This is an optimization exercise on Yosys and OpenROAD, whose aim is small area, not a production implementation.
RTL that was checked went through simulation tests only; none was proved equivalent to the original.
Power and IR drop assume default switching activity. The clock port is modelled as an ideal driver; clocking choices that lean on that would not hold on a real chip.

==> inputs of job 8851 <==
==> flow/design.v <==
package branch_target_buffer_pkg;
  localparam int XLEN = 32;
  typedef enum logic [1:0] {
    PCp4_I,
    Jump_R,
    Branch_C,
    Trap_C
  } pcSrc;
  localparam logic [1:0] BTB_CTR_RESET = 2'b01;
  localparam logic [XLEN-1:0] EVEN_MASK = {{(XLEN-1){1'b1}}, 1'b0};
  typedef struct packed {
    logic            valid;
    logic [XLEN-1:0] tag;
    logic [XLEN-1:0] target;
    logic [1:0]      ctr;
  } btbEntry;
  typedef struct packed {
    logic            v;
    logic [XLEN-1:0] pc;
    logic            pred;
    logic [XLEN-1:0] tgt;
  } btbSlot;
endpackage
module branch_target_buffer_counter (
  input  logic [1:0] ctr,
  input  logic       taken,
  output logic [1:0] ctr_next
);
  always_comb begin
    ctr_next = ctr;
    if (taken && ctr != 2'b11)       ctr_next = ctr + 2'd1;
    else if (!taken && ctr != 2'b00) ctr_next = ctr - 2'd1;
  end
endmodule
import branch_target_buffer_pkg::*;
module branch_target_buffer
#(
  parameter int ENTRIES = 16
) (
  input  logic            clk,
  input  logic            reset,
  input  logic [branch_target_buffer_pkg::XLEN-1:0] PC_I,
  output logic            Predict,
  output logic [branch_target_buffer_pkg::XLEN-1:0] Prediction,
  input  logic            StallI,
  input  logic            StallR,
  input  logic            FlushIR,
  input  logic            FlushRC,
  input  branch_target_buffer_pkg::pcSrc PCSrc_R,
  input  logic [branch_target_buffer_pkg::XLEN-1:0] PCpImm_R,
  input  logic            IsControl_C,
  input  logic            IsJump_C,
  input  logic            Taken_C,
  input  logic [branch_target_buffer_pkg::XLEN-1:0] Target_C,
  output logic            PredictionCorrect_R,
  output logic            PredictionCorrect_C
);
  localparam int IDX = $clog2(ENTRIES);
  localparam int TW  = XLEN - IDX - 2;    
  logic [ENTRIES-1:0]           valid_q;
  logic [ENTRIES-1:0][TW-1:0]   tag_q;
  logic [ENTRIES-1:0][XLEN-1:1] target_q;
  logic [ENTRIES-1:0][1:0]      ctr_q;
  logic            r_v_q, r_pred_q, r_hit_q;
  logic [XLEN-1:2] r_pc_q;
  logic [XLEN-1:1] r_tgt_q;
  logic            c_v_q, c_pred_q, c_hit_q;
  logic [XLEN-1:2] c_pc_q;
  logic [XLEN-1:1] c_tgt_q;
  logic [IDX-1:0] idx_i;
  logic           hit_i;
  logic [ENTRIES-1:0] sel_i;
  logic               e_v, e_c1;
  logic [TW-1:0]      e_tag;
  logic [XLEN-1:1]    e_tgt;
  assign idx_i = PC_I[IDX+1:2];
  logic [3:0]          g_v, g_c1;
  logic [3:0][TW-1:0]  g_tag;
  logic [3:0][XLEN-1:1] g_tgt;
  always_comb begin
    for (int i = 0; i < ENTRIES; i++) sel_i[i] = (idx_i == IDX'(i));
    for (int k = 0; k < 4; k++) begin
      g_v[k]   = ((sel_i[4*k]   & valid_q[4*k])   | (sel_i[4*k+1] & valid_q[4*k+1])) |
                 ((sel_i[4*k+2] & valid_q[4*k+2]) | (sel_i[4*k+3] & valid_q[4*k+3]));
      g_c1[k]  = ((sel_i[4*k]   & ctr_q[4*k][1])   | (sel_i[4*k+1] & ctr_q[4*k+1][1])) |
                 ((sel_i[4*k+2] & ctr_q[4*k+2][1]) | (sel_i[4*k+3] & ctr_q[4*k+3][1]));
      g_tag[k] = (({TW{sel_i[4*k]}}   & tag_q[4*k])   | ({TW{sel_i[4*k+1]}} & tag_q[4*k+1])) |
                 (({TW{sel_i[4*k+2]}} & tag_q[4*k+2]) | ({TW{sel_i[4*k+3]}} & tag_q[4*k+3]));
      g_tgt[k] = (({(XLEN-1){sel_i[4*k]}}   & target_q[4*k])   | ({(XLEN-1){sel_i[4*k+1]}} & target_q[4*k+1])) |
                 (({(XLEN-1){sel_i[4*k+2]}} & target_q[4*k+2]) | ({(XLEN-1){sel_i[4*k+3]}} & target_q[4*k+3]));
    end
    e_v   = (g_v[0]   | g_v[1])   | (g_v[2]   | g_v[3]);
    e_c1  = (g_c1[0]  | g_c1[1])  | (g_c1[2]  | g_c1[3]);
    e_tag = (g_tag[0] | g_tag[1]) | (g_tag[2] | g_tag[3]);
    e_tgt = (g_tgt[0] | g_tgt[1]) | (g_tgt[2] | g_tgt[3]);
  end
  assign hit_i = e_v && (e_tag == PC_I[XLEN-1:IDX+2]);
  assign Predict    = hit_i && e_c1;
  assign Prediction = hit_i ? {e_tgt, 1'b0} : '0;
  logic [IDX-1:0] idx_c;
  logic [1:0]     ctr_c, ctr_step, ctr_new;
  logic           train, wr, wr_ctr, alloc;
  assign idx_c  = c_pc_q[IDX+1:2];
  assign ctr_c  = ctr_q[idx_c];
  assign train  = c_v_q && IsControl_C && !StallR;
  assign wr     = train && (Taken_C || (c_hit_q && IsJump_C));
  assign wr_ctr = train && (Taken_C || c_hit_q);
  assign alloc  = train && !c_hit_q && Taken_C;
  branch_target_buffer_counter u_ctr (
    .ctr      (ctr_c),
    .taken    (Taken_C),
    .ctr_next (ctr_step)
  );
  assign ctr_new = IsJump_C ? 2'b11 : (c_hit_q ? ctr_step : 2'b10);
  logic same_ic, eq_ic, same_rc, eq_rc;
  logic hit_i_new, r_hit_new;
  assign same_ic = (PC_I[IDX+1:2] == idx_c);
  assign eq_ic   = (PC_I[XLEN-1:IDX+2] == c_pc_q[XLEN-1:IDX+2]);
  assign same_rc = (r_pc_q[IDX+1:2] == idx_c);
  assign eq_rc   = (r_pc_q[XLEN-1:IDX+2] == c_pc_q[XLEN-1:IDX+2]);
  assign hit_i_new = (alloc && same_ic) ? eq_ic : hit_i;
  assign r_hit_new = (alloc && same_rc) ? eq_rc : r_hit_q;
  always_ff @(posedge clk or posedge reset) begin
    if (reset) begin
      valid_q <= '0;
      r_v_q   <= 1'b0;
      c_v_q   <= 1'b0;
    end else begin
      for (int i = 0; i < ENTRIES; i++)
        if (wr && (idx_c == IDX'(i))) valid_q[i] <= 1'b1;
      if (FlushIR)      r_v_q <= 1'b0;
      else if (!StallI) r_v_q <= 1'b1;
      if (FlushRC)      c_v_q <= 1'b0;
      else if (!StallR) c_v_q <= (StallI && !FlushIR) ? 1'b0 : r_v_q;
    end
  end
  always_ff @(posedge clk) begin
    for (int i = 0; i < ENTRIES; i++) begin
      if (wr && (idx_c == IDX'(i))) begin
        tag_q[i]    <= c_pc_q[XLEN-1:IDX+2];
        target_q[i] <= Target_C[XLEN-1:1];
      end
      if (wr_ctr && (idx_c == IDX'(i))) ctr_q[i] <= ctr_new;
    end
    if (!StallI) begin
      r_pc_q   <= PC_I[XLEN-1:2];
      r_pred_q <= Predict;
      r_tgt_q  <= e_tgt;    
      r_hit_q  <= hit_i_new;
    end else begin
      r_hit_q  <= r_hit_new;
    end
    if (!StallR) begin
      c_pc_q   <= r_pc_q;
      c_pred_q <= r_pred_q;
      c_tgt_q  <= r_tgt_q;
      c_hit_q  <= r_hit_new;
    end
  end
  assign PredictionCorrect_R = r_v_q && r_pred_q && (PCSrc_R == Jump_R) &&
                               (r_tgt_q == PCpImm_R[XLEN-1:1]);
  assign PredictionCorrect_C = c_v_q && IsControl_C && (c_pred_q == Taken_C) &&
                               (!Taken_C || (c_tgt_q == Target_C[XLEN-1:1]));
endmodule
==> flow/flow/run.sh <==
#!/bin/bash
# Standard layout, except:
#  - synthesis maps the logic with an area-oriented ABC script (abc_area_nf.script);
#  - ports are buffered with buf_1;
#  - the clock tree uses clkbuf_16 sink clusters of up to 30 and no dummy loads.
# Each tool's output goes to the ORFS logs under orfs/logs; make's output to *.log here.
set -euo pipefail
HERE=$(pwd)
rm -rf "$HERE/scripts_mod"
cp -r "$FLOW_HOME/scripts" "$HERE/scripts_mod"
cp "$HERE/flow/abc_area_nf.script" "$HERE/scripts_mod/abc_speed.script"
export BUFFER_PORTS_ARGS="-buffer_cell sky130_fd_sc_hd__buf_1"
export CTS_ARGS="-sink_clustering_enable -repair_clock_nets -dont_use_dummy_load -buf_list sky130_fd_sc_hd__clkbuf_16 -sink_clustering_size 30 -sink_clustering_max_diameter 100"
SCRIPTS_DIR="$HERE/scripts_mod" bash standard.sh synth > synth.log 2>&1
bash standard.sh > standard.log 2>&1
==> flow/flow/abc_area_nf.script <==
&get -n
&st
&dch -f
&nf -a -R 1000
&put
topo
==> flow/standard.sh <==
#!/bin/bash
# synth_recipe.tcl (not shown) runs the flow's synth.tcl, then flattens the netlist and writes it again
# the make line also repeats each setting of config.mk as NAME=value (left out here)
make -C /OpenROAD-flow-scripts/flow DESIGN_CONFIG=/design/flow/config.mk WORK_HOME=/design/flow/orfs CLKGATE_MAP_FILE= SYNTH_SCRIPT=/design/flow/synth_recipe.tcl "${@:-finish}"
==> flow/config.mk <==
export PLATFORM = sky130hd
export DESIGN_NAME = branch_target_buffer
export DESIGN_NICKNAME = branch_target_buffer
export VERILOG_FILES = /design/flow/design.v
export SDC_FILE = /design/flow/constraint.sdc
export NUM_CORES = 4
export LEC_CHECK = 0
export CAP_MARGIN = 20
export CORE_MARGIN = 2
export CORE_UTILIZATION = 40
export SLEW_MARGIN = 20
==> flow/constraint.sdc <==
create_clock -name core_clock -period 7.0 [get_ports {clk}]
set_input_delay 1.4000 -clock core_clock [delete_from_list [all_inputs] [get_ports {clk}]]
set_output_delay 1.4000 -clock core_clock [all_outputs]
set_load 0.01 [all_outputs]
==> job 5701 (differences from job 8851) <==
--- a/flow/design.v
+++ b/flow/design.v
@@ -145,7 +145,7 @@
     if (!StallI) begin
       r_pc_q   <= PC_I[XLEN-1:2];
       r_pred_q <= Predict;
-      r_tgt_q  <= e_tgt;    
+      r_tgt_q  <= Prediction[XLEN-1:1];
       r_hit_q  <= hit_i_new;
     end else begin
       r_hit_q  <= r_hit_new;
--- a/flow/flow/run.sh
+++ b/flow/flow/run.sh
@@ -10,6 +10,7 @@
 cp -r "$FLOW_HOME/scripts" "$HERE/scripts_mod"
 cp "$HERE/flow/abc_area_nf.script" "$HERE/scripts_mod/abc_speed.script"
 export BUFFER_PORTS_ARGS="-buffer_cell sky130_fd_sc_hd__buf_1"
+export RECOVER_POWER=100
 export CTS_ARGS="-sink_clustering_enable -repair_clock_nets -dont_use_dummy_load -buf_list sky130_fd_sc_hd__clkbuf_16 -sink_clustering_size 30 -sink_clustering_max_diameter 100"
 SCRIPTS_DIR="$HERE/scripts_mod" bash standard.sh synth > synth.log 2>&1
 bash standard.sh > standard.log 2>&1
==> qor summary <==
| quantity | job 8851 | job 5701 |
|---|---|---|
| Run status | no timing/DRC/antenna violations | complete, but fails checks |
| Violated checks | - | max-capacitance violations, max-slew violations |
| Multi-input gate share of the layout cell area | 16.3% | 15.9% |
| Wire length on met3 | 9650 um | 12,200 um |
| Internal Dissipation | 8.54 mW | 8.47 mW |
| Sink of the worst hold path | c_pc_q[19] | c_tgt_q[30] |
| Net switching power of the design | 2.29 mW | 2.27 mW |
| Clk power | 2.93 mW | 2.92 mW |
| Sequential element share of the synthesized area | 82.2% | 82.5% |
| Setup slack of the worst register-to-register path | 3.17 ns | 1.31 ns |
| Met1 track demand over resource | 29.4% | 31.1% |
| Post-Synthesis Net Count | 2,211 | 2,177 |
| Fraction of power consumed by combinational cells | 5.2% | 4.8% |
| Xor-xnor portion of the synthesized cell area | 2.68% | 2.66% |
| Capturing element of the worst setup path | Predict | Prediction[18] |
| Violation count after the first detailed-route iteration | 3,075 | 3,516 |
| Relative contribution of sequential cells to total power | 67.7% | 68.0% |
| Setup skew after layout | 0.0640 ns | 0.0669 ns |
| Cell area reported after detailed placement | 42,800 um2 | 42,800 um2 |
| Reported sequential group power | 7.34 mW | 7.31 mW |
| CP max FO | 20 | 31 |
| Register fraction of the total cell area | 73.9% | 74.3% |
| Final Worst Setup Slack | 0.255 ns | 0.187 ns |
| Slowest Stage Delay on Critical Path | 0.49 ns | 0.44 ns |
| Floorplan die area | 102,000 um2 | 101,000 um2 |
No functional check of the RTL was part of job 8851.

[afterwards: timing with drivers on the ports]
The flow's constraints put no driver on any port. The routed layouts listed below were extracted and timed again, unchanged, in two steps. Step 1 sets driving cells, clkbuf_16 on the clock port and buf_2 on the other inputs (assumed; they add their load-dependent delay and slew). Step 2 moves the port delays by t, midway between the first and last clock arrival at a register: inputs arrive t later, outputs are due t later. That takes back most of the time a late clock gives input paths. a / b / c = ideal ports / drivers / drivers and shift; a / b = the first two.
run | t (ns) | setup WS [ns] | hold WS [ns] | worst setup path at the end | worst register clock-pin slew, ns
job 8851 | 0.673 | 0.255 / 0.119 / 0.119 | 0.482 / 0.482 / 0.482 | input to output | 0.12 / 0.12
job 5701 | 0.685 | 0.187 / 0.154 / 0.010 | 0.472 / 0.472 / 0.472 | input to register | 0.12 / 0.12
The setup slack of job 5701, which loses most, moves by -0.033 ns with the drivers and by -0.177 ns with both steps.
